From an optimization exercise on the open Yosys and OpenROAD flow, aimed at small area; shortcuts taken in it are not production practice. Only simulation tests tie the RTL to the original design; equivalence was not proved. No activity file was given, so power comes from the tool's default toggle rates.

==> design/flow/flow/run.sh <==
#!/bin/bash
# Standard layout, except that the port buffers use the smallest buffer cell.
# Each tool's output goes to its own log file in this folder.
cp standard.sh standard_sh.txt
export BUFFER_PORTS_ARGS="-buffer_cell sky130_fd_sc_hd__buf_1"
bash standard.sh > standard.log 2>&1
status=$?
# Keep ORFS's per-step logs beside this flow's log.
mkdir -p orfs_logs
cp -r orfs/logs/. orfs_logs/ 2>/dev/null
exit $status
==> design/flow/config.mk <==
export PLATFORM = sky130hd
export DESIGN_NAME = int_sched_top
export DESIGN_NICKNAME = int_sched_top
export VERILOG_FILES = /design/flow/design.v
export SDC_FILE = /design/flow/constraint.sdc
export NUM_CORES = 4
export LEC_CHECK = 0
export CAP_MARGIN = 0
export CORE_MARGIN = 2
export CORE_UTILIZATION = 45
export CTS_BUF_LIST = sky130_fd_sc_hd__clkbuf_8
export CTS_CLUSTER_DIAMETER = 45
export CTS_CLUSTER_SIZE = 12
export SETUP_SLACK_MARGIN = 0.1
export SLEW_MARGIN = 0
export SYNTH_HIERARCHICAL = 1
==> design/flow/constraint.sdc <==
create_clock -name core_clock -period 6.0 [get_ports {clk}]
set_input_delay 1.2000 -clock core_clock [delete_from_list [all_inputs] [get_ports {clk}]]
set_output_delay 1.2000 -clock core_clock [all_outputs]
set_load 0.01 [all_outputs]
==> design/flow/design.v <==
module int_sched_top (
  input  logic        clk,
  input  logic        rst,
  input  logic        ray_valid,
  input  logic [80:0] ray_in,
  output logic        ray_stall,
  output logic        issue_valid,
  output logic [80:0] issue_pipe,
  input  logic        em_miss,
  input  logic [15:0] em_ray_id,
  input  logic        fr_valid,
  input  logic        fr_hit,
  input  logic [15:0] fr_ray_id,
  input  logic [15:0] fr_tri_id,
  output logic        we,
  input  logic        full,
  output logic [32:0] res_out,
  output logic        idle,
  output logic        err
);
  localparam int DEPTH = 64;
  logic [6:0]  used_r;
  logic [6:0]  infl_r;
  logic [5:0]  wptr_r;
  logic [5:0]  rptr_r;
  logic        infl_nz_r;    
  logic        infl_ge2_r;   
  logic        issue_valid_r;
  logic        err_r;
  logic [80:0] issue_pipe_r;
  logic [DEPTH-1:0][32:0] mem_r;
  logic [6:0] infl_next_s;
  logic accept_s, rd_s, em_ok_s, fr_ok_s, n1_s, n2_s, err_evt_s;
  logic [32:0] em_res_s, fr_res_s, first_s, even_s, odd_s;
  assign ray_stall = used_r[6];
  assign accept_s  = ray_valid & ~used_r[6];
  assign rd_s      = (used_r != infl_r) & ~full;
  assign em_ok_s = em_miss & infl_nz_r;
  assign fr_ok_s = fr_valid & (em_ok_s ? infl_ge2_r : infl_nz_r);
  assign infl_next_s = infl_r + 7'(accept_s) - 7'(em_ok_s) - 7'(fr_ok_s);
  assign n1_s    = em_ok_s | fr_ok_s;
  assign n2_s    = em_ok_s & fr_ok_s;
  assign err_evt_s = (em_miss & ~em_ok_s) | (fr_valid & ~fr_ok_s);
  assign em_res_s = {em_ray_id, 17'd0};
  assign fr_res_s = {fr_ray_id, fr_hit, fr_tri_id & {16{fr_hit}}};
  assign first_s  = em_ok_s ? em_res_s : fr_res_s;
  assign even_s   = wptr_r[0] ? fr_res_s : first_s;
  assign odd_s    = wptr_r[0] ? first_s : fr_res_s;
  always_ff @(posedge clk or negedge rst) begin
    if (!rst) begin
      used_r        <= '0;
      infl_r        <= '0;
      infl_nz_r     <= 1'b0;
      infl_ge2_r    <= 1'b0;
      wptr_r        <= '0;
      rptr_r        <= '0;
      issue_valid_r <= 1'b0;
      err_r         <= 1'b0;
    end else begin
      used_r        <= used_r + 7'(accept_s) - 7'(rd_s);
      infl_r        <= infl_next_s;
      infl_nz_r     <= (infl_next_s != 7'd0);
      infl_ge2_r    <= (infl_next_s[6:1] != 6'd0);
      wptr_r        <= wptr_r + 6'(n1_s) + 6'(n2_s);
      rptr_r        <= rptr_r + 6'(rd_s);
      issue_valid_r <= accept_s;
      err_r         <= err_r | err_evt_s;
    end
  end
  always_ff @(posedge clk) issue_pipe_r <= ray_in;
  logic near_full_s;
  assign near_full_s = used_r[6] | (&used_r[5:0]);
  logic [DEPTH-1:0] wdec_s, wsel_s, hsel_s, rdec_s;
  always_comb begin
    for (int i = 0; i < DEPTH; i++) begin
      wdec_s[i] = (wptr_r == 6'(i));
      rdec_s[i] = (rptr_r == 6'(i));
    end
    for (int i = 0; i < DEPTH; i++) begin
      wsel_s[i] = (wdec_s[i] & n1_s) | (wdec_s[(i+DEPTH-1)%DEPTH] & n2_s);
      hsel_s[i] = ~(wdec_s[i] | wdec_s[(i+DEPTH-1)%DEPTH]) | (near_full_s & ~wsel_s[i]);
    end
  end
  logic [DEPTH-1:0][32:0] mem_next_s;
  logic [32:0][DEPTH-1:0] mem_t_s;
  for (genvar i = 0; i < DEPTH; i++) begin : g_entry
    int_entry_next u_next (
      .q    (mem_r[i]),
      .wd   ((i % 2) == 0 ? even_s : odd_s),
      .hold (hsel_s[i]),
      .load (wsel_s[i]),
      .d    (mem_next_s[i])
    );
    for (genvar b = 0; b < 33; b++) begin : g_t
      assign mem_t_s[b][i] = mem_r[i][b];
    end
  end
  always_ff @(posedge clk) mem_r <= mem_next_s;
  for (genvar b = 0; b < 33; b++) begin : g_rd
    int_rd_bit u_rd (
      .d   (mem_t_s[b]),
      .sel (rdec_s),
      .y   (res_out[b])
    );
  end
  assign we          = rd_s;
  assign issue_valid = issue_valid_r;
  assign issue_pipe  = issue_pipe_r;
  assign err         = err_r;
  assign idle        = (used_r == 7'd0) & ~issue_valid_r;
endmodule
module int_entry_next (
  input  logic [32:0] q,
  input  logic [32:0] wd,
  input  logic        hold,
  input  logic        load,
  output logic [32:0] d
);
  assign d = (q & {33{hold}}) | (wd & {33{load}});
endmodule
module int_rd_bit (
  input  logic [63:0] d,
  input  logic [63:0] sel,
  output logic        y
);
  logic [21:0] t_n;   
  logic [5:0]  u;     
  logic [2:0]  v_n;
  for (genvar k = 0; k < 21; k++) begin : g_aoi
    int_aoi222 u_aoi (
      .a0(d[3*k]),   .b0(sel[3*k]),
      .a1(d[3*k+1]), .b1(sel[3*k+1]),
      .a2(d[3*k+2]), .b2(sel[3*k+2]),
      .y (t_n[k])
    );
  end
  int_nand2 u_last (.a(d[63]), .b(sel[63]), .y(t_n[21]));
  for (genvar k = 0; k < 5; k++) begin : g_nand
    int_nand4 u_nand (.a(t_n[4*k]), .b(t_n[4*k+1]), .c(t_n[4*k+2]), .d(t_n[4*k+3]), .y(u[k]));
  end
  int_nand2 u_nand5 (.a(t_n[20]), .b(t_n[21]), .y(u[5]));
  for (genvar k = 0; k < 3; k++) begin : g_nor
    int_nor2 u_nor (.a(u[2*k]), .b(u[2*k+1]), .y(v_n[k]));
  end
  int_nand3 u_out (.a(v_n[0]), .b(v_n[1]), .c(v_n[2]), .y(y));
endmodule
module int_aoi222 (
  input  logic a0, b0, a1, b1, a2, b2,
  output logic y
);
  assign y = ~((a0 & b0) | (a1 & b1) | (a2 & b2));
endmodule
module int_nand4 (
  input  logic a, b, c, d,
  output logic y
);
  assign y = ~(a & b & c & d);
endmodule
module int_nand2 (
  input  logic a, b,
  output logic y
);
  assign y = ~(a & b);
endmodule
module int_nand3 (
  input  logic a, b, c,
  output logic y
);
  assign y = ~(a & b & c);
endmodule
module int_nor2 (
  input  logic a, b,
  output logic y
);
  assign y = ~(a | b);
endmodule
==> design/flow/standard.sh <==
#!/bin/bash
# synth_recipe.tcl (not shown) runs the flow's synth.tcl, then flattens the netlist and writes it again
# the make line also repeats each setting of config.mk as NAME=value (left out here)
make -C /OpenROAD-flow-scripts/flow DESIGN_CONFIG=/design/flow/config.mk WORK_HOME=/design/flow/orfs CLKGATE_MAP_FILE= SYNTH_SCRIPT=/design/flow/synth_recipe.tcl "${@:-finish}"
==> summary.txt, run 1 <==
In this run the remaining antenna-violating nets after routing total 0. For this run, design rule violations remaining after detail routing come to 0. The aggregate routed wire length came out at roughly 330,000 µm.

For the finished layout, the period the worst path requires is between 5000 and 6000 ps. The relative area change from synthesis to final layout is 7.244%. The compound-gate portion of the synthesized area is 32.10%. The multiplexer area fraction after synthesis came out at less than 1%.

At the end of the flow, the number of nets in the layout was a little under 7k. The count of warnings emitted by yosys came out at 7. Setup violations remaining at the end of the flow were counted as 0. Tracing the worst setup path back leads to its startpoint at rptr_r[0]$_DFF_PN0_. The clock drives 2,223 sinks.

The synthesized-area fraction occupied by xor and xnor cells came out at less than 1%. The clock tree skew after final layout is about 64 ps. The DRC violation total after the first TritonRoute iteration came out at ~12k. The vertical extent of the die is roughly 430 µm. Leaving out fill and tap cells, the most frequent cells in the layout are sky130_fd_sc_hd__dfxtp_1, sky130_fd_sc_hd__a22o_1, sky130_fd_sc_hd__a222oi_1.

In this run the number of H-tree levels came out at 4. The adder and majority cell fraction of the synthesized area came out at less than 1%. Summing every instance area after synthesis gives 0.08044 mm². The placer's final routability congestion estimate is roughly 1.

Of all flip-flops after synthesis, the portion carrying an async set or reset was approximately 1.3%. In this run the deepest clock path goes through 3 buffers. The number of buffers inserted by port buffering came out at around 250.

The buffer count from post-CTS setup fixing is 0. The global-route wire length before repair is between 400,000 and 500,000 µm. The setup path with the least slack is of type reg2out.

Entering global routing, the biggest net connects 34 pins. The static leakage came out at approximately 33 nW. The via count of the first global-routing pass came out at about 63k. The worst register-to-register path ends at mem_r[1434]$_DFF_P_. The final-layout worst hold slack came out at 200.2 ps. The utilization of the core after routing came out at 48.46%. In the finished design, the share of the clock period the worst path needs comes to roughly 100%. The most used flip-flop cell after synthesis is sky130_fd_sc_hd__dfxtp_1. The total count of hold-check failures in the final report came out at 0. Counting cells, the worst reg-to-reg path comes to 4. The number of antenna violations at the first check in global routing came out at 9. The worst setup path is captured at an output port. The startpoint identified for the worst hold timing path is ray_in[56]. The fraction of layout instances using a drive strength above 1 is approximately an eighth. Timing analysis after detailed placement gives a worst setup slack of roughly 580 ps. The clock latency on the worst-skew pair came out at between 1000 and 1500 ps. The average instance in the mapped netlist occupies 12.50 µm². In this run the critical register-to-register path is launched from wptr_r[3]$_DFF_PN0_. The path class of the lowest-slack min-delay path is in2reg. After detailed routing, the average wire length per cell comes to between 30 and 40 µm. The width of the chip came out at ~430 µm. The hold buffer count at CTS came out at 0.

The final HPWL from detailed placement came out at just under 200,000 µm. The largest fanout on the critical path came out at 21. The number of library cell types mapped by synthesis came out at 59.

The count of TritonRoute iterations in the first routing pass is 16. The library cell used most frequently in the layout, excluding fill and tap cells, is sky130_fd_sc_hd__dfxtp_1. In the routed layout, each cell is associated on average with a via count of roughly 7.3. Headroom to the max-slew limit came out at 7.410%. The initial core utilization is 45.18%. The number of filler instances in the final layout came out at about 16k. The simple-gate share of the synthesized area is under 10%. The aggregate global-route resource usage came out at 35.12%.

The highest clock rate is 166.7 MHz. The TritonCTS clock tree is done. The clock root buffer master is sky130_fd_sc_hd__clkbuf_8. The net count after synthesis came out at 6,600. The synthesized design contains roughly 2.2k register bits. At the pin with the least slew margin, the transition time is approximately 1400 ps. The slack of the worst reg-to-reg path is around 1900 ps. The areal power density over the cells came out at between 500 and 600 mW/mm². At the worst endpoint, the arrival time is between 4000 and 5000 ps. The core region is between 0.15 and 0.2 mm².

The combinational family with the most area after synthesis is compound AO/OA/AOI/OAI gates. For this run the aggregate overflow at the end of global routing stands at 0. In the final timing run, aggregate negative setup slack is 0 ps. The register area share after synthesis came out at between 50% and 60%. The clock-pin slew on the worst setup and hold paths is about 80 ps. The startpoint class of the critical path is a flop. The flow ran to the end and the layout has no timing, DRC or antenna violations. The count of boundary I/O pins came out at ~260. The worst path required time came out at approximately 4800 ps.

The cell count of the worst hold path came out at 1. The worst-case IR drop observed on VDD is 0.4043 mV. After layout, the worst setup slack is ~1.6 ps. The number of buffers created by CTS is ~240. The worst hold path terminates at issue_pipe_r[56]$_DFF_P_. The total vias in the final route is around 66k. In this run the core area contains 155 standard-cell rows. The count of pins over their slew limit is 0. The count of mapped cells out of synthesis came out at around 6.4k.

Setup repair after global routing could not meet its margin everywhere. The total of max-cap violations is 0. The power after layout came out at 48.95 mW. The number of synthesized flops with an enable pin came out at 0. The full die area is approximately 0.18 mm².
==> routing by layer <==
metal  track usage, %  up-vias  share of wire [%]
met4            21.25        4                6.6
met1            46.40    33500                 39
met2            49.83     5023                 41
met5           0.8730        -              0.071
met3            10.96      917                 13
li1                 -    27000                  -
==> logic make-up (layout without fill, tap and decap cells) <==
family / count (synthesis) / in the layout
and+or+nand+nor: 688 / 689
other: 0 / 12
muxes: 33 / 33
AOI/OAI and AO/OA: 2853 / 2853
adders and majority gates: 27 / 27
buffers and inverters: 592 / 906
xor gates and xnor gates: 21 / 21
DFF: 2223 / 2223
==> modules after synthesis (local to each module, per instance), a selection <==
| module | copies in the design | area, µm² |
|---|---|---|
| int_nor2 | 99 | 3.754 |
| int_nand2 | 66 | 3.754 |
| int_sched_top | 1 | 47830 |
| int_entry_next | 64 | 372.9 |
| int_nand4 | 165 | 6.256 |
| int_aoi222 | 693 | 10.01 |
| int_nand3 | 33 | 5.005 |
==> sequential cells by signal, summed over array words and instances, names as in the netlist <==
name           count
mem_r           2112
wptr_r             6
infl_r             7
used_r             7
infl_ge2_r         1
infl_nz_r          1
issue_pipe_r      81
err_r              1
issue_valid_r      1
rptr_r             6
==> metrics by stage <==
| stage | std cells | instance area [µm²] |
|---|---|---|
| after floorplan | 6437 | 80440 |
| final | 9119 | 86270 |
| after global routing | 9110 | 86250 |
| after CTS | 9106 | 86210 |
| after detailed placement | 8736 | 81560 |
| after global placement | 8736 | 81560 |
==> how the worst max path moves through the flow <==
stage	slack, ps	depth (start not counted)	end
after floorplan	2160	8	res_out[0]
after global placement	600	8	res_out[6]
after detailed placement	580	8	res_out[6]
after CTS	100	9	res_out[6]
after global routing	70	9	res_out[22]
final	2	9	res_out[6]
==> report_power, final <==
part / switching, mW / internal (mW) / total [mW] / leakage (nW)
registers: 3.30 / 20.6 / 23.9 / 18.4
clock network: 5.69 / 4.54 / 10.2 / 2.46
logic: 8.53 / 6.30 / 14.8 / 11.8
total: 17.5 / 31.4 / 49.0 / 32.6
==> synthesized netlist by cell type (11+ instances only) <==
cell type | count | area [µm²]
sky130_fd_sc_hd__dfxtp_1 | 2193 | 43900
sky130_fd_sc_hd__a22o_1 | 2112 | 18500
sky130_fd_sc_hd__a222oi_1 | 693 | 6937
sky130_fd_sc_hd__buf_6 | 449 | 5056
sky130_fd_sc_hd__nor2_1 | 225 | 844.6
sky130_fd_sc_hd__nand4_1 | 168 | 1051
sky130_fd_sc_hd__nand2_1 | 115 | 431.7
sky130_fd_sc_hd__nand3_1 | 86 | 430.4
sky130_fd_sc_hd__buf_2 | 75 | 375.4
sky130_fd_sc_hd__and3_1 | 35 | 219.0
sky130_fd_sc_hd__clkbuf_1 | 34 | 127.6
sky130_fd_sc_hd__mux2_2 | 33 | 371.6
sky130_fd_sc_hd__inv_1 | 31 | 116.4
sky130_fd_sc_hd__dfrtp_1 | 30 | 750.7
sky130_fd_sc_hd__ha_1 | 23 | 287.8
sky130_fd_sc_hd__nor3_1 | 15 | 75.07
sky130_fd_sc_hd__xor2_1 | 12 | 105.1
sky130_fd_sc_hd__nand2b_1 | 11 | 68.82
==> cell type report <==
type                    count  area [µm²]  area share [%]
flip-flops and latches   2223       44650           51.76
multi-input cells        3623       31060           36.00
clock buffers             259        3565           4.132
well taps                2355        2947           3.416
repair buffers            505        2851           3.305
clock inverters           111        1050           1.217
inverters                  31       116.4          0.1349
diodes                     12       30.03         0.03481
==> critical path, stage by stage (launching register included) <==
cell and delay, ps:
sky130_fd_sc_hd__dfrtp_1 470, sky130_fd_sc_hd__nor2b_1 220, sky130_fd_sc_hd__nand3_1 450, sky130_fd_sc_hd__nor2_4 230, sky130_fd_sc_hd__buf_4 320, sky130_fd_sc_hd__a222oi_1 400, sky130_fd_sc_hd__nand4_1 550, sky130_fd_sc_hd__nor2_2 480
sky130_fd_sc_hd__nand3_2 350, sky130_fd_sc_hd__buf_1 220
==> what timing repair did <==
action	in CTS	in global routing
pin swaps	1	2
endpoints found under the setup margin	8	7
resized for setup	9	7
cloned	0	1
==> inputs of run 2 (changes only) <==
--- a/design/flow/config.mk
+++ b/design/flow/config.mk
@@ -10,6 +10,6 @@
 export CORE_UTILIZATION = 45
 export CTS_BUF_LIST = sky130_fd_sc_hd__clkbuf_8
-export CTS_CLUSTER_DIAMETER = 45
-export CTS_CLUSTER_SIZE = 12
+export CTS_CLUSTER_DIAMETER = 80
+export CTS_CLUSTER_SIZE = 14
 export SETUP_SLACK_MARGIN = 0.1
 export SLEW_MARGIN = 0
==> summary.txt, run 2 <==
The register with the most flip-flops in the final layout is mem_r. The slack of the worst reg-to-reg path came out at 1800 ps (-60 ps). The combinational group share of total power came out at 31.9% (+1.6 points). The net count after synthesis came out at 6,600 (unchanged). The average wire per standard cell is 37.18 µm (+1.4%). The number of antenna violations at the first check in global routing is 7 (-2).

The number of buffers created by CTS came out at 181 (-24%). The largest registers in the layout are mem_r (2112), issue_pipe_r (81). The clock tree skew after final layout came out at 59.23 ps (-4.578 ps). The count of state elements after synthesis was 2,223 (unchanged). The startpoint identified for the worst register-to-register timing path is infl_ge2_r$_DFF_PN0_. The register area share after synthesis is 55.51% (unchanged).

The initial core utilization was 45.18% (unchanged). The netlist area before placement was 0.08044 mm² (unchanged). The path with the worst hold slack has its endpoint at issue_pipe_r[56]$_DFF_P_. The clock sink total was 2,223 (unchanged). The cell type with the highest aggregate area in the netlist is sky130_fd_sc_hd__dfxtp_1. The final cell count without fillers came out at 8,946 (-1.9%). The run finished with no timing, DRC or antenna violations. The clock root buffer master is sky130_fd_sc_hd__clkbuf_8. The worst-case headroom to the max-slew limit was 11.40% (+4.0 points). The full die area is 0.1822 mm² (unchanged). The area of the core is 0.1780 mm² (unchanged).

The share of Yosys cell area claimed by the top area cell type is 54.58% (unchanged). By startpoint and endpoint, the worst setup path is classified as reg2out. STA classifies the critical path startpoint as a flop.

The detailed-route vias per instance is 7.363 (+1.0%). The largest fanout on the critical path was 19 (-9.5%). The switching part of the total power came out at 36.17% (+0.39 points). The worst setup path is captured at an output port. The cell count of the worst hold path came out at 1 (unchanged). The maximum buffer depth of the clock tree came out at 3 (unchanged). The critical path data arrival time came out at 4790 ps (about the same). The clock latency on the worst-skew pair came out at 1010 ps (-70 ps).

The fraction of power consumed by the clock network is 16.9% (-4.0 points). The aggregate global-route resource usage came out at 34.96% (-0.17 points). The maximum vdd drop came out at 0.4241 mV (+4.9%). The final HPWL from detailed placement came to 194,300 µm (unchanged). The placer's final routability congestion estimate is 0.9983 (unchanged). The post-route setup TNS is 0 ps (unchanged). The path class of the tightest hold or removal check is in2reg.

In the layout the commonest cells are sky130_fd_sc_hd__dfxtp_1, sky130_fd_sc_hd__a22o_1, sky130_fd_sc_hd__a222oi_1. In the post-synthesis netlist, the biggest area contributors are sky130_fd_sc_hd__dfxtp_1, sky130_fd_sc_hd__a22o_1, sky130_fd_sc_hd__a222oi_1, sky130_fd_sc_hd__buf_6, sky130_fd_sc_hd__nand4_1. The post-synthesis async set-or-reset flop share is 1.350% (unchanged). The total vias in the final route came out at 65.87k (-0.87%). The relative area change from synthesis to final layout is 4.848%. The net count reported at finish came out at 6,727 (-0.85%). The number of buffers inserted by port buffering was 254 (unchanged). By count the netlist is led by sky130_fd_sc_hd__dfxtp_1, sky130_fd_sc_hd__a22o_1, sky130_fd_sc_hd__a222oi_1. The number of placement rows came to 155 (unchanged). The count of boundary I/O pins came out at 255 (unchanged). The share of the clock period used by the worst path after layout came out at 99.80% (-0.17 points).

The net switching power is 16.83 mW (-3.9%). The areal power density over the cells came out at 551.8 mW/mm² (-2.8%). The most common cell after layout, fill and taps aside is sky130_fd_sc_hd__dfxtp_1. The count of TritonRoute iterations in the first routing pass is 13 (-3).

The total count of hold-check failures in the final report came to 0 (unchanged). The highest clock rate was 167.0 MHz (+0.17%). The minimum clock period is 5988 ps (-10.42 ps). Setup repair after global routing could not meet its margin everywhere. The vertical extent of the die was 426.8 µm (unchanged). The buffer count from post-CTS setup fixing is 0 (unchanged). The cell count of the worst reg-to-reg path came out at 10 (+6). The endpoint identified for the worst register-to-register timing path is mem_r[858]$_DFF_P_. The detailed-route DRC error count came out at 0 (unchanged).

The aggregate routed wire length is 332,600 µm (-0.56%). The largest net degree at the start of global routing came to 34 (unchanged). The fraction of layout instances using a drive strength above 1 came out at 10.47% (-1.9 points). In the synthesized netlist the dominant register cell turns out to be sky130_fd_sc_hd__dfxtp_1. The DRC violation total after the first TritonRoute iteration is 12.09k (+2.4%). The synthesized area per cell is 12.50 µm² (unchanged).

The clock-pin slew on the worst setup and hold paths is 100 ps (+20 ps). The sum of overflow across all layers after global routing came out at 0 (unchanged). The share of total power in sequential cells came out at 51.3% (+2.5 points). The number of flip-flops under the largest register name is 2,112 (unchanged).

The final setup violation count is 0 (unchanged). The instance count after placement with tap cells included is 8,736 (unchanged). The number of nets still failing antenna checks after routing came out at 0 (unchanged). TritonCTS built the clock tree.

The worst path required time was 4800 ps (about the same). The total of max-cap violations is 0 (unchanged). The worst-margin pin slew is 1326 ps (-62.60 ps). The via count of the first global-routing pass is 62.18k (-1.1%). The count of warnings emitted by yosys came out at 7 (unchanged). The static leakage is 31.55 nW (-3.2%). In the post-synthesis netlist, the cell with the most instances is sky130_fd_sc_hd__dfxtp_1. The maximum level of the CTS H-tree came out at 4 (unchanged).

The total internal power is 29.70 mW (-5.5%). The global-route wire length before repair came out at 466,100 µm (-0.54%). The startpoint of the most critical hold path is ray_in[56]. The count of mapped cells out of synthesis came to 6,437 (unchanged). The number of library cell types mapped by synthesis came out at 59 (unchanged). The number of synthesized flops with an enable pin is 0 (unchanged). The width of the chip is 426.8 µm (unchanged). The count of pins over their slew limit is 0 (unchanged).
==> run 2: cell counts after synthesis <==
Identical to the previous run, type by type.
==> run 2: metrics by stage <==
| stage | hold WS (ps) | instance area (µm²) | power, mW | util, % | setup WS, ps |
|---|---|---|---|---|---|
| after floorplan | 448.7 | 80440 | 33.02 | - | 2157 |
| after global placement | 465.0 | 81560 | 37.79 | 45.81 | 595.3 |
| after detailed placement | 469.8 | 81560 | 38.26 | 45.81 | 579.6 |
| after CTS | 195.7 | 84320 | 45.90 | 47.36 | 69.46 |
| after global routing | 224.1 | 84340 | 48.15 | 47.37 | 95.00 |
| final | 277.7 | 84340 | 46.54 | 47.37 | 12.03 |
==> run 2: power groups by stage <==
stage | clock (mW) | sequential, mW | combinational, mW
global route | 8.39 | 24.4 | 15.3
floorplan | 0 | 23.1 | 9.93
finish | 7.85 | 23.9 | 14.8
detailed placement | 0 | 24.0 | 14.3
CTS | 7.90 | 23.7 | 14.3
global placement | 0 | 23.8 | 14.0
==> run 2: worst max-delay path, stage by stage (launching register included) <==
cell                       delay (ps)
sky130_fd_sc_hd__dfrtp_1          470
sky130_fd_sc_hd__nand2_2          550
sky130_fd_sc_hd__nor2_2           340
sky130_fd_sc_hd__buf_4            330
sky130_fd_sc_hd__a222oi_1         310
sky130_fd_sc_hd__nand2_1          190
sky130_fd_sc_hd__nor2_1           770
sky130_fd_sc_hd__nand3_2          540
sky130_fd_sc_hd__buf_1            260
==> run 2: worst max-delay path by stage <==
stage,start,endpoint,cells past startpoint
5_1_grt,rptr_r[4]$_DFF_PN0_,res_out[22],9
6_report,rptr_r[4]$_DFF_PN0_,res_out[29],8
3_5_place_dp,rptr_r[4]$_DFF_PN0_,res_out[6],8
4_1_cts,rptr_r[4]$_DFF_PN0_,res_out[6],8
2_1_floorplan,rptr_r[4]$_DFF_PN0_,res_out[0],8
3_3_place_gp,rptr_r[4]$_DFF_PN0_,res_out[6],8
==> run 2: kinds of logic (layout without fill, tap and decap cells) <==
family          count (synthesis)  after routing  synth area share, %
other cells                     0              3                    0
flops                        2223           2223                55.51
fa+ha+maj                      27             27               0.4573
simple gates                  688            688                4.173
compound gates               2853           2853                32.10
buf+inv                       592            743                7.074
mux                            33             33               0.4620
xor+xnor                       21             21               0.2286
==> run 2: layout make-up <==
class                           instances  area [µm²]
Tap cell                             2355        2947
Timing Repair Buffer                  505        2851
Multi-Input combinational cell       3622       31030
Clock inverter                         24       220.2
Inverter                               31       116.4
Clock buffer                          183        2519
Sequential cell                      2223       44650
Antenna cell                            3       7.507
Fill cell                           16090       93690
==> run 2: modules after synthesis, one instance, submodules excluded, excerpt <==
module          area [µm²]  times used
int_sched_top        47830           1
int_entry_next       372.9          64
int_aoi222           10.01         693
int_nand4            6.256         165
int_nand3            5.005          33
int_nand2            3.754          66
int_nor2             3.754          99
==> run 2: timing repair <==
| item | in CTS | in global routing |
|---|---|---|
| pin swaps | 1 | 1 |
| gates resized for setup | 6 | 4 |
| setup endpoints to repair | 7 | 10 |
| gates cloned | 0 | 0 |
| hold buffers | 0 | 0 |
==> run 2: metal layers <==
| metal | track usage (%) | share of wire [%] | routed length (µm) | vias up |
|---|---|---|---|---|
| met5 | 0.8730 | 0.088 | 294 | - |
| met4 | 21.29 | 6.8 | 22710 | 12 |
| met1 | 46.21 | 39 | 129400 | 33310 |
| met3 | 10.96 | 13 | 44470 | 871 |
| li1 | - | - | - | 26780 |
| met2 | 49.45 | 41 | 135700 | 4900 |
==> inputs of run 3 (changes only) <==
--- a/design/flow/config.mk
+++ b/design/flow/config.mk
@@ -8,5 +8,5 @@
 export CAP_MARGIN = 0
 export CORE_MARGIN = 2
-export CORE_UTILIZATION = 45
+export CORE_UTILIZATION = 50
 export CTS_BUF_LIST = sky130_fd_sc_hd__clkbuf_8
 export CTS_CLUSTER_DIAMETER = 80
==> summary.txt, run 3 <==
The share of Yosys cell area claimed by the top area cell type is 54.58% (unchanged). The worst-margin pin slew is 1381 ps (+54.85 ps). In the layout the commonest cells are sky130_fd_sc_hd__dfxtp_1, sky130_fd_sc_hd__a22o_1, sky130_fd_sc_hd__a222oi_1. The count of TritonRoute iterations in the first routing pass came out at 11 (-2).

The number of antenna violations at the first check in global routing is 8 (+1). The relative area change from synthesis to final layout came out at 4.677%. The register area was 0.04465 mm² (unchanged). The detailed-route DRC error count was 0 (unchanged).

The minimum clock period was 6046 ps (+58.49 ps). The largest fanout on the critical path came out at 22 (+3). The number of filler instances in the final layout is 13.99k (-13%). The worst setup path is captured at an output port.

The netlist area before placement is 0.08044 mm² (unchanged). The path class of the lowest-slack min-delay path is in2reg. The clock-pin slew on the worst setup and hold paths came out at 90 ps (about the same). The hold buffer count at CTS came out at 0 (unchanged). In this run the critical register-to-register path is launched from infl_nz_r$_DFF_PN0_. The width of the chip is 405.1 µm (-5.1%).

The power after layout came to 46.62 mW (+0.18%). The utilization of the core after routing is 52.56% (+5.2 points). The cell type with the highest aggregate area in the netlist is sky130_fd_sc_hd__dfxtp_1. The net count after synthesis is 6,600 (unchanged). The total of max-cap violations came to 0 (unchanged). The largest net degree at the start of global routing came out at 35 (+2.9%). The DRC violation total after the first TritonRoute iteration is 12.28k (+1.6%). The number of synthesized flops with an enable pin came out at 0 (unchanged).

The average wire per standard cell came to 38.26 µm (+2.9%). The total area of multi-input combinational cells came to 0.03123 mm² (+0.66%). The number of buffers inserted by port buffering is 254 (unchanged).

The critical path data arrival time came to 4850 ps (+60 ps). The clock tree skew after final layout is 48.39 ps (-10.84 ps). The final setup violation count is 1 (+1). The run finished, with violations left. The count of pins over their slew limit is 0 (unchanged). The largest registers in the layout are mem_r (2112), issue_pipe_r (81). The maximum level of the CTS H-tree is 4 (unchanged).

The commonest register cell after synthesis is sky130_fd_sc_hd__dfxtp_1. The count of state elements after synthesis is 2,223 (unchanged). The count of mapped cells out of synthesis is 6,437 (unchanged). The count of boundary I/O pins is 255 (unchanged). TritonCTS built the clock tree.

The final worst setup slack is -46.46 ps (-58.50 ps). Sorting the synthesized cells by area gives the leading types as sky130_fd_sc_hd__dfxtp_1, sky130_fd_sc_hd__a22o_1, sky130_fd_sc_hd__a222oi_1, sky130_fd_sc_hd__buf_6, sky130_fd_sc_hd__nand4_1. The areal power density over the cells was 553.7 mW/mm² (+0.34%). The aggregate global-route resource usage came out at 39.10% (+4.1 points). The worst path required time came out at 4800 ps (about the same).

The static leakage came out at 31.53 nW (about the same). The synthesized area per cell came out at 12.50 µm² (unchanged). The share of the clock period used by the worst path after layout is 100.8% (+0.97 points). The vertical extent of the die came to 405.1 µm (-5.1%). The maximum vdd drop is 0.4359 mV (+2.8%). The startpoint identified for the worst hold timing path is ray_in[52].

The clock sink total came out at 2,223 (unchanged). The number of flip-flops under the largest register name came out at 2,112 (unchanged). By instance count, the leading cell after synthesis is sky130_fd_sc_hd__dfxtp_1.

The detailed-route vias per instance is 7.559 (+2.7%). Setup repair after global routing could not meet its margin everywhere. The final-layout worst hold slack was 338.3 ps (+60.60 ps). STA classifies the critical path startpoint as a flop. The number of buffers created by CTS is 177 (-2.2%). The maximum buffer depth of the clock tree was 3 (unchanged). The fraction of layout instances using a drive strength above 1 is 10.58% (+0.10 points). The global-route wire length before repair is 466,800 µm (+0.14%). The critical path goes through nor2b_1, nand2_1, nor2_4, buf_4, a222oi_1, nand4_1, nor2_1, nand3_1, buf_1.

In this run the clock root is driven by a sky130_fd_sc_hd__clkbuf_8. The register with the most flip-flops is mem_r. The count of warnings emitted by yosys is 7 (unchanged). The final cell count without fillers came out at 8,742 (-2.3%).

The delay contributed by the slowest stage of the critical path is 990 ps (+220 ps). The number of nets still failing antenna checks after routing is 0 (unchanged). The final HPWL from detailed placement came out at 188,500 µm (-3.0%). The sum of overflow across all layers after global routing came out at 0 (unchanged). In this run the layout check failures are setup timing. The total count of hold-check failures in the final report came out at 0 (unchanged). The via count of the first global-routing pass came out at 62.68k (+0.81%).

The register area share after synthesis is 55.51% (unchanged). The full die area is 0.1641 mm² (-9.9%). The area of the core came out at 0.1602 mm² (-10%). Counting instances in the post-synthesis netlist gives the leading cell types as sky130_fd_sc_hd__dfxtp_1, sky130_fd_sc_hd__a22o_1, sky130_fd_sc_hd__a222oi_1. The critical path in this run is classified as reg2out. The most common cell after layout, fill and taps aside is sky130_fd_sc_hd__dfxtp_1. The instance count after placement with tap cells included is 8,528 (-2.4%). The number of placement rows was 147 (-5.2%). The worst-case headroom to the max-slew limit came out at 7.708% (-3.7 points). Among all stages on the critical path, the largest delay is contributed by sky130_fd_sc_hd__nor2_4. The net count reported at finish is 6,719 (-0.12%). The launch point of the worst path is rptr_r[3]$_DFF_PN0_. The placer's final routability congestion estimate came out at 1.002 (+0.38%). The clock latency on the worst-skew pair was 980 ps (-30 ps). The post-synthesis async set-or-reset flop share is 1.350% (unchanged). The number of library cell types mapped by synthesis is 59 (unchanged).

The initial core utilization came out at 50.21% (+5.0 points). The total vias in the final route came out at 66.09k (+0.33%). The aggregate routed wire length was 334,500 µm (+0.56%). The highest clock rate came out at 165.4 MHz (-0.97%).
## run 3: cell counts after synthesis
Identical to the previous run, type by type.
## run 3: worst max-delay path, delay by kind of cell, from the launching register on
| family | cells | cell delay, ps |
|---|---|---|
| simple gates | 6 | 2570 |
| buf+inv | 2 | 590 |
| flops | 1 | 530 |
| compound gates | 1 | 150 |
## run 3: per-module statistics from Yosys, one instance, submodules excluded, a selection
module / cell area [µm²] / copies in the design
int_sched_top: 47830 / 1
int_entry_next: 372.9 / 64
int_aoi222: 10.01 / 693
int_nand4: 6.256 / 165
int_nand3: 5.005 / 33
int_nand2: 3.754 / 66
int_nor2: 3.754 / 99
## run 3: worst paths after layout
path                                       endpoint  slack (ps)  cells past startpoint
max                                     res_out[28]         -50                      9
min                        issue_pipe_r[52]$_DFF_P_         340                      1
max reg2reg                      mem_r[214]$_DFF_P_        2060                      9
min reg2reg                     mem_r[1984]$_DFF_P_         490                      1
max in group asynchronous       rptr_r[3]$_DFF_PN0_        4970                      1
min in group asynchronous       used_r[3]$_DFF_PN0_         380                      1
## run 3: cell families after synthesis
| family | after synthesis | share of synthesized area [%] |
|---|---|---|
| buffers and inverters | 592 | 7.074 |
| AO/OA/AOI/OAI | 2853 | 32.10 |
| AND/OR/NAND/NOR | 688 | 4.173 |
| flip-flops | 2223 | 55.51 |
| adder cells (fa/ha/maj) | 27 | 0.4573 |
| multiplexers | 33 | 0.4620 |
| XOR/XNOR | 21 | 0.2286 |
## run 3: final cells by class
| cell class | count | area share [%] |
|---|---|---|
| clock inverter | 20 | 0.1590 |
| inverter | 31 | 0.1382 |
| multi-input combinational | 3623 | 37.09 |
| tap | 2160 | 3.210 |
| clock buffer | 183 | 2.991 |
| antenna | 2 | 0.005944 |
| timing repair buffer | 500 | 3.376 |
| sequential | 2223 | 53.03 |
## run 3: report_power, final
| group | internal [mW] | switching, mW |
|---|---|---|
| registers | 20.6 | 3.32 |
| logic | 6.32 | 8.67 |
| clock network | 2.76 | 4.97 |
## run 3: per-stage QoR
stage	setup TNS, ps	worst slack, ps	area (µm²)
6_report	-46.46	-46.46	84200
3_5_place_dp	0	672.4	81410
5_1_grt	0	31.15	84200
4_1_cts	0	19.32	84160
2_1_floorplan	0	2157	80440
3_3_place_gp	0	652.0	81410
## run 3: metal layers
metal,global-route usage [%],routed length [µm],vias to the layer above
met5,0,43,-
met1,51.25,128300,33210
met3,13.83,48130,923
met2,55.25,136000,5221
li1,-,-,26730
met4,22.97,21990,6
## run 3: what timing repair did
item	CTS	global route
cloned	1	0
resized for setup	5	11
setup buffers	8	0
setup endpoints to repair	3	25
pin swaps	4	8

## separate check: timing with driven ports
The flow's constraints put no driver on any port. The routed layouts listed below were extracted and timed again, unchanged, in two steps.
Step 1 sets driving cells, clkbuf_16 on the clock port and buf_2 on the other inputs (assumed; they add their load-dependent delay and slew).
Step 2 adds t to the input delays and takes it off the output delays; t is the mean of the earliest and latest rising clock arrival at the registers after step 1. Input paths then give back, and output paths get back, about the clock's delay inside the block.
Three values: no drivers, after step 1, after step 2; two values: the first two.
run | shift t [ns] | slack for setup (ns) | worst setup path after step 2 | worst slew at a driven data input, ns | cell pins on the clock port's net
run 1 | 1.133 | 0.002 / -0.081 / 0.976 | input to register | 0.07 | 1
run 2 | 1.058 | 0.012 / -0.072 / 0.892 | input to register | 0.07 | 1
run 3 | 1.031 | -0.046 / -0.129 / 0.903 | register to output | 0.06 | 1
